What follows belongs to an exercise in optimizing a design on an open flow for small area, a short achievable clock period and few clock cycles per item; a production flow would make more cautious choices.
Function was checked by simulation only, so behaviour that the tests miss may differ from the original.
Power is estimated from default activity; no workload was simulated.

// codec2_frame_encoder
module codec2_frame_encoder
(
	input  logic clk,
	input  logic rst,
	input  logic start,
	input  logic [10*16-1:0] lsp_in,
	input  logic voiced_first,
	input  logic voiced_second,
	input  frame_pkg::woe_index_t woe_index,
	output frame_pkg::frame_bits_t encoded_bits,
	output logic done_frame
);
Settings: LEC_CHECK=0, ABC_AREA=1, CAP_MARGIN=20, CORE_MARGIN=2, CORE_UTILIZATION=40, SETUP_SLACK_MARGIN=5, SLEW_MARGIN=20; clock period 8.0 ns.
standard.sh (not shown) runs the stock make flow with config.mk's settings and CLKGATE_MAP_FILE= SYNTH_SCRIPT=/design/flow/synth_recipe.tcl, a recipe that flattens the netlist after the stock synthesis.
==> flow/flow/run.sh <==
#!/bin/bash
# The standard layout, with the port buffers made from the smallest plain
# buffer instead of the delay buffer buffer_ports picks by default; the
# resizer upsizes them where timing or slew needs it.
set -euo pipefail
export BUFFER_PORTS_ARGS="-buffer_cell sky130_fd_sc_hd__buf_1"
bash standard.sh finish > standard.log 2>&1
The baseline completed without violations.
Testbench counts at the start, summed over its fixed seeds: cycles 776, frames 384.
Next try:
CTS_BUF_LIST = sky130_fd_sc_hd__clkbuf_8   (was not set)
=> Worst setup slack improves by 0.016 ns. Sequential share of layout area climbs by 0.19 points. Hold slack improves by 0.0077 ns. Wire length barely changes. Fmax climbs by 0.61%. Global-route usage hardly moves.

* * *

== run A ==
Another version of the RTL of codec2_frame_encoder (not shown whole).
Size: about 48 flip-flops, ~220 I/O pins, ~0.0052 mm² of cells after synthesis.
Settings: LEC_CHECK=0, CAP_MARGIN=20, CORE_MARGIN=2, CORE_UTILIZATION=40, SETUP_SLACK_MARGIN=4.0, SLEW_MARGIN=20; clock period 8.0 ns.
Scripts as last shown in full above: flow/flow/run.sh
Having completed the whole flow, run A delivered a layout that passed the timing, DRC and antenna checks.
Testbench counts of run A, summed over its fixed seeds: cycles 776, frames 384.
Inputs modified between run A and run B:
-- flow/flow/run.sh --
<<< run A, line 7
bash standard.sh finish > standard.log 2>&1
>>> run B, line 7
bash standard.sh SETUP_SLACK_MARGIN=5.6 finish > standard.log 2>&1
-- flow/config.mk --
<<< run A, line 11
export SETUP_SLACK_MARGIN = 4.0
>>> run B, line 11
export SETUP_SLACK_MARGIN = 5
Findings:
Run B: no failed stages, no open violations at the end
Clock group share of total power, run A and run B, higher one = run A.
Run B vs run A on final worst slack: run B is the higher one.
Number of nets in the layout went up by a few percent going from run A to run B.
Power per cell area, run B vs run A: down by more than 10%
Looking at post-CTS resize count across run A and run B, the one that comes out lower is run A.
Run A → run B: final area up about 27%; insertion delay of the later-clocked pin in the worst-skew pair did not really move; post-placement cell area now sits higher.
Diff run A -> run B: mean routed wirelength per cell increased about 13%; post-detailed-routing wire length has increased.
For run C, these inputs were changed with respect to run B:
-- flow/flow/run.sh --
<<< run B, line 7
bash standard.sh SETUP_SLACK_MARGIN=5.6 finish > standard.log 2>&1
>>> run C, line 7
bash standard.sh finish > standard.log 2>&1
-- flow/config.mk --
<<< run B, line 8
>>> run C, line 8
export ABC_AREA = 1
Findings:
Compared with run B, in run C well-tap cell count ~0 delta; detailed-route via count -about 9%; leakage power -5.5%; first-iteration DRC count -263; cell depth of the worst flop-to-flop path ~0 delta.
Of run B and run C, the run reporting the lower routed wire length was run C.
Measured against run B, the number of global-route vias before repair of run C comes out at 0.906 times the reference value.
Going from run B to run C, number of placed instances with taps included grew by more than 10%.
Run C finished all stages; the layout is clean.
Relative to run B, via-per-instance ratio decreased by 18% in run C.
Input-level comparison between run D and run C:
-- flow/config.mk --
<<< run C, line 8
export ABC_AREA = 1
>>> run D, line 8
<<< run C, line 12
export SETUP_SLACK_MARGIN = 5
>>> run D, line 11
export SETUP_SLACK_MARGIN = 4.6
Results
Per the final summary, run D finished and its layout is clean on timing, DRC and antenna.
[compare] base=run C new=run D: total non-filler cell area in the finished layout fell about 0.5%, critical path depth in cells saw a decrease, total via count in the routed design essentially unchanged.
Area overhead of the layout relative to synthesis: run D lower than run C
First-pass GRT wire length was lower in the run labelled run C.
Run C → run D: cell count decreased about 14%, maximum net fanout on the critical path increased 18, area of the die increased about 2.3%, worst relative slew slack decreased 8.1 points, I/O pin count essentially unchanged.

* * *

Starting RTL as in the previous note.
clock: 8.0 ns
lec_check: 0
cap_margin: 20
core_margin: 2
core_utilization: 40
setup_slack_margin: 5
slew_margin: 20
run.sh (not shown) runs the stock make flow with config.mk's settings and CLKGATE_MAP_FILE= SYNTH_SCRIPT=/design/flow/synth_recipe.tcl, a recipe that flattens the netlist after the stock synthesis.
Stock flow here: none of the scripts above is used.
The baseline finished with timing, DRC and antenna clean.
Testbench counts at the start, summed over its fixed seeds: cycles 776, frames 384.
Next try:
==> flow/flow/run.sh (new file) <==
#!/bin/bash
# The standard layout, with the port buffers made from the smallest plain
# buffer instead of the delay buffer buffer_ports picks by default; the
# resizer upsizes them where timing or slew needs it.
set -euo pipefail
export BUFFER_PORTS_ARGS="-buffer_cell sky130_fd_sc_hd__buf_1"
bash standard.sh SETUP_SLACK_MARGIN=5.3 finish > standard.log 2>&1
==> flow/standard.sh (new file) <==
#!/bin/bash
# synth_recipe.tcl (not shown) runs the flow's synth.tcl, then flattens the netlist and writes it again
# the make line also repeats each setting of config.mk as NAME=value (left out here)
make -C /OpenROAD-flow-scripts/flow DESIGN_CONFIG=/design/flow/config.mk WORK_HOME=/design/flow/orfs CLKGATE_MAP_FILE= SYNTH_SCRIPT=/design/flow/synth_recipe.tcl "${@:-finish}"
removed: flow/run.sh
After rerunning: Register-to-register slack is worse by 0.09 ns; die area does not change; cell count stays the same; total power went down by 4.8%; synthesized area is unchanged; global-route usage went down by 4.2 points; utilization went down by 9.0 points; synthesized cell count is unchanged.
Next try:
--- a/flow/flow/run.sh
+++ b/flow/flow/run.sh
@@ -5,3 +5,3 @@
 set -euo pipefail
 export BUFFER_PORTS_ARGS="-buffer_cell sky130_fd_sc_hd__buf_1"
-bash standard.sh SETUP_SLACK_MARGIN=5.3 finish > standard.log 2>&1
+bash standard.sh finish > standard.log 2>&1
What happened:
- The new run completed without violations
- maximum frequency falls by 3.0%
- power fell by 8.4%
- synthesized area stays the same
- cell count goes down by 1.5%
- clock-buffer cell count came out higher by 1
- worst setup slack got worse by 0.089 ns

* * *

== trial 48 ==
The RTL this note starts from:
==> flow/design.v <==
package lsp_pkg;
	typedef logic [16-1:0] lsp_t;
	typedef logic [$clog2(16)-1:0] lsp_index_t;
	function automatic lsp_t lsp_codebook(input int row, input int entry);
		lsp_codebook = 16'hffff;
		case (row)
			0:
				case (entry)
					0: lsp_codebook = 800;
					1: lsp_codebook = 1000;
					2: lsp_codebook = 1200;
					3: lsp_codebook = 1400;
					4: lsp_codebook = 1600;
					5: lsp_codebook = 1800;
					6: lsp_codebook = 2000;
					7: lsp_codebook = 2200;
					8: lsp_codebook = 2400;
					9: lsp_codebook = 2600;
					10: lsp_codebook = 2800;
					11: lsp_codebook = 3000;
					12: lsp_codebook = 3200;
					13: lsp_codebook = 3400;
					14: lsp_codebook = 3600;
					15: lsp_codebook = 3800;
					default: lsp_codebook = 16'hffff;
				endcase
			1:
				case (entry)
					0: lsp_codebook = 1600;
					1: lsp_codebook = 1900;
					2: lsp_codebook = 2200;
					3: lsp_codebook = 2500;
					4: lsp_codebook = 2800;
					5: lsp_codebook = 3100;
					6: lsp_codebook = 3400;
					7: lsp_codebook = 3700;
					8: lsp_codebook = 4000;
					9: lsp_codebook = 4300;
					10: lsp_codebook = 4600;
					11: lsp_codebook = 4900;
					12: lsp_codebook = 5200;
					13: lsp_codebook = 5500;
					14: lsp_codebook = 5800;
					15: lsp_codebook = 6100;
					default: lsp_codebook = 16'hffff;
				endcase
			2:
				case (entry)
					0: lsp_codebook = 3000;
					1: lsp_codebook = 3400;
					2: lsp_codebook = 3800;
					3: lsp_codebook = 4200;
					4: lsp_codebook = 4600;
					5: lsp_codebook = 5000;
					6: lsp_codebook = 5400;
					7: lsp_codebook = 5800;
					8: lsp_codebook = 6200;
					9: lsp_codebook = 6600;
					10: lsp_codebook = 7000;
					11: lsp_codebook = 7400;
					12: lsp_codebook = 7800;
					13: lsp_codebook = 8200;
					14: lsp_codebook = 8600;
					15: lsp_codebook = 9000;
					default: lsp_codebook = 16'hffff;
				endcase
			3:
				case (entry)
					0: lsp_codebook = 4000;
					1: lsp_codebook = 4500;
					2: lsp_codebook = 5000;
					3: lsp_codebook = 5500;
					4: lsp_codebook = 6000;
					5: lsp_codebook = 6500;
					6: lsp_codebook = 7000;
					7: lsp_codebook = 7500;
					8: lsp_codebook = 8000;
					9: lsp_codebook = 8500;
					10: lsp_codebook = 9000;
					11: lsp_codebook = 9500;
					12: lsp_codebook = 10000;
					13: lsp_codebook = 10500;
					14: lsp_codebook = 11000;
					15: lsp_codebook = 11500;
					default: lsp_codebook = 16'hffff;
				endcase
			4:
				case (entry)
					0: lsp_codebook = 6000;
					1: lsp_codebook = 6600;
					2: lsp_codebook = 7200;
					3: lsp_codebook = 7800;
					4: lsp_codebook = 8400;
					5: lsp_codebook = 9000;
					6: lsp_codebook = 9600;
					7: lsp_codebook = 10200;
					8: lsp_codebook = 10800;
					9: lsp_codebook = 11400;
					10: lsp_codebook = 12000;
					11: lsp_codebook = 12600;
					12: lsp_codebook = 13200;
					13: lsp_codebook = 13800;
					14: lsp_codebook = 14400;
					15: lsp_codebook = 15000;
					default: lsp_codebook = 16'hffff;
				endcase
			5:
				case (entry)
					0: lsp_codebook = 8000;
					1: lsp_codebook = 8700;
					2: lsp_codebook = 9400;
					3: lsp_codebook = 10100;
					4: lsp_codebook = 10800;
					5: lsp_codebook = 11500;
					6: lsp_codebook = 12200;
					7: lsp_codebook = 12900;
					8: lsp_codebook = 13600;
					9: lsp_codebook = 14300;
					10: lsp_codebook = 15000;
					11: lsp_codebook = 15700;
					12: lsp_codebook = 16400;
					13: lsp_codebook = 17100;
					14: lsp_codebook = 17800;
					15: lsp_codebook = 18500;
					default: lsp_codebook = 16'hffff;
				endcase
			6:
				case (entry)
					0: lsp_codebook = 10000;
					1: lsp_codebook = 10800;
					2: lsp_codebook = 11600;
					3: lsp_codebook = 12400;
					4: lsp_codebook = 13200;
					5: lsp_codebook = 14000;
					6: lsp_codebook = 14800;
					7: lsp_codebook = 15600;
					8: lsp_codebook = 16400;
					9: lsp_codebook = 17200;
					10: lsp_codebook = 18000;
					11: lsp_codebook = 18800;
					12: lsp_codebook = 19600;
					13: lsp_codebook = 20400;
					14: lsp_codebook = 21200;
					15: lsp_codebook = 22000;
					default: lsp_codebook = 16'hffff;
				endcase
			7:
				case (entry)
					0: lsp_codebook = 14000;
					1: lsp_codebook = 15200;
					2: lsp_codebook = 16400;
					3: lsp_codebook = 17600;
					4: lsp_codebook = 18800;
					5: lsp_codebook = 20000;
					6: lsp_codebook = 21200;
					7: lsp_codebook = 22400;
					default: lsp_codebook = 16'hffff;
				endcase
			8:
				case (entry)
					0: lsp_codebook = 18000;
					1: lsp_codebook = 19500;
					2: lsp_codebook = 21000;
					3: lsp_codebook = 22500;
					4: lsp_codebook = 24000;
					5: lsp_codebook = 25500;
					6: lsp_codebook = 27000;
					7: lsp_codebook = 28500;
					default: lsp_codebook = 16'hffff;
				endcase
			9:
				case (entry)
					0: lsp_codebook = 24000;
					1: lsp_codebook = 28000;
					2: lsp_codebook = 32000;
					3: lsp_codebook = 36000;
					default: lsp_codebook = 16'hffff;
				endcase
			default: lsp_codebook = 16'hffff;
		endcase
	endfunction
	function automatic int lsp_cb_size(input int row);
		if (row < 7)
			lsp_cb_size = 16;
		else if (row < 9)
			lsp_cb_size = 8;
		else
			lsp_cb_size = 4;
	endfunction
	function automatic int lsp_index_bits(input int row);
		if (row < 7)
			lsp_index_bits = 4;
		else if (row < 9)
			lsp_index_bits = 3;
		else
			lsp_index_bits = 2;
	endfunction
endpackage
package frame_pkg;
	typedef enum logic [1:0]
	{
		IDLE,
		QUANT,
		DONE
	} enc_state_t;
	typedef logic [48-1:0] frame_bits_t;
	typedef logic [8-1:0] woe_index_t;
endpackage
module lsp_scalar_quantizer
#(
	parameter int unsigned lane_num = 0
)
(
	input  lsp_pkg::lsp_t value,
	output lsp_pkg::lsp_index_t gray
);
	localparam int unsigned entries = lsp_pkg::lsp_cb_size(lane_num);
	localparam int unsigned bits = lsp_pkg::lsp_index_bits(lane_num);
	logic [entries:0] t;
	always_comb
	begin
		t[0] = 1'b1;
		t[entries] = 1'b0;
		for (int k = 1; k < entries; k++)
			t[k] = ({1'b0, value} > (({1'b0, lsp_pkg::lsp_codebook(lane_num, k - 1)} +
				{1'b0, lsp_pkg::lsp_codebook(lane_num, k)}) >> 1));
	end
	always_comb
	begin
		gray = '0;
		for (int j = 0; j < bits - 1; j++)
			for (int r = 0; r < entries; r += (4 << j))
				gray[j] = gray[j] | (t[r + (1 << j)] & ~t[r + 3 * (1 << j)]);
		gray[bits - 1] = t[1 << (bits - 1)];
	end
endmodule
module frame_packer
(
	input  logic [10*16-1:0] lsp_in,
	input  logic voiced_first,
	input  logic voiced_second,
	input  frame_pkg::woe_index_t woe_index,
	output frame_pkg::frame_bits_t frame_word
);
	localparam int iw = $clog2(16);
	logic [10*iw-1:0] lane_gray;
	for (genvar g = 0; g < 10; g++)
	begin : g_lane
		lsp_scalar_quantizer #(.lane_num(g)) u_quant
		(
			.value (lsp_in[g*16 +: 16]),
			.gray (lane_gray[g*iw +: iw])
		);
	end
	always_comb
	begin
		int pos;
		frame_word = '0;
		frame_word[48-1] = voiced_first;
		frame_word[48-2] = voiced_second;
		frame_word[48-3 -: 8] = woe_index ^ (woe_index >> 1);
		pos = 48 - 2 - 8;
		for (int l = 0; l < 10; l++)
		begin
			pos = pos - lsp_pkg::lsp_index_bits(l);
			for (int b = 0; b < lsp_pkg::lsp_index_bits(l); b++)
				frame_word[pos + b] = lane_gray[l*iw + b];
		end
	end
endmodule
module codec2_frame_encoder
(
	input  logic clk,
	input  logic rst,
	input  logic start,
	input  logic [10*16-1:0] lsp_in,
	input  logic voiced_first,
	input  logic voiced_second,
	input  frame_pkg::woe_index_t woe_index,
	output frame_pkg::frame_bits_t encoded_bits,
	output logic done_frame
);
	logic busy;
	logic accept;
	frame_pkg::frame_bits_t frame_word;
	frame_pkg::frame_bits_t word_q;
	assign accept = start && !busy;
	frame_packer u_packer
	(
		.lsp_in (lsp_in),
		.voiced_first (voiced_first),
		.voiced_second (voiced_second),
		.woe_index (woe_index),
		.frame_word (frame_word)
	);
	always_ff @(posedge clk or negedge rst)
	begin
		if (!rst)
		begin
			busy <= 1'b0;
			done_frame <= 1'b0;
			word_q <= '0;
		end
		else
		begin
			busy <= accept;
			if (accept)
				done_frame <= 1'b1;
			if (accept)
				word_q <= frame_word;
		end
	end
	assign encoded_bits = word_q;
endmodule
Settings: LEC_CHECK=0, CAP_MARGIN=20, CORE_MARGIN=2, CORE_UTILIZATION=40, SETUP_SLACK_MARGIN=5, SLEW_MARGIN=20; clock period 8.0 ns.
Stock flow here: none of the scripts above is used.
Testbench counts of trial 48, summed over its fixed seeds: cycles 776, frames 384.
### trial 48 -> trial 83
- removing SETUP_SLACK_MARGIN (formerly 5)
Notes after the runs:
The most frequent standard cell in the layout excluding fill and tap cells comes out sky130_fd_sc_hd__clkdlybuf4s50_1 in one run and sky130_fd_sc_hd__nand2_1 in the other, namely in trial 83 and trial 48 respectively. Compared with trial 48, trial 83 degrades post-route minimum period. Going from trial 48 to trial 83, final instance area -about 9%, post-synthesis compound-gate area fraction ~0 delta, setup slack on the worst flop-to-flop path -0.34 ns. Trial 83 ended with every stage complete and zero timing, DRC or antenna violations.

==> port drivers added, routing unchanged <==
No port has a modelled driver above. Below, the same layouts with a new extraction and two added sets of constraints. Step 1, drivers: a clkbuf_16 drives clk and a buf_2 each remaining input, both assumed. Step 2 also shifts input and output timing later by t, the mid clock arrival at the registers, as if the neighbouring blocks saw the same clock. a / b / c = no drivers / after step 1 / after step 2; a / b = the first two.
| run | t (ns) | setup WS [ns] | clock arrival spread, ns | worst slew at a driven data input, ns |
|---|---|---|---|---|
| the first run of note 1 | 0.321 | 5.355 / 5.369 / 5.048 | 0.009 / 0.009 | 0.06 |
| the second run of note 1 | 0.333 | 5.371 / 5.379 / 5.046 | 0.012 / 0.012 | 0.06 |
| run A | 0.321 | 4.921 / 4.933 / 4.612 | 0.006 / 0.006 | 0.06 |
| run B | 0.322 | 5.126 / 5.137 / 4.815 | 0.007 / 0.008 | 0.06 |
| run C | 0.318 | 5.233 / 5.245 / 4.927 | 0.005 / 0.005 | 0.06 |
| run D | 0.321 | 4.921 / 4.933 / 4.612 | 0.006 / 0.006 | 0.06 |
| the first run of note 3 | 0.335 | 4.987 / 4.983 / 4.649 | 0.011 / 0.011 | 0.07 |
| the second run of note 3 | 0.320 | 5.153 / 5.149 / 4.830 | 0.009 / 0.009 | 0.06 |
| the third run of note 3 | 0.323 | 5.064 / 5.079 / 4.756 | 0.008 / 0.008 | 0.07 |
| trial 48 | 0.339 | 4.780 / 4.800 / 4.462 | 0.007 / 0.007 | 0.07 |
| trial 83 | 0.335 | 4.025 / 4.037 / 3.702 | 0.006 / 0.006 | 0.07 |
After both steps setup and hold are still met in every run listed. The setup slack of the first run of note 3, which loses most, moves by -0.004 ns with the drivers and by -0.338 ns with both steps.
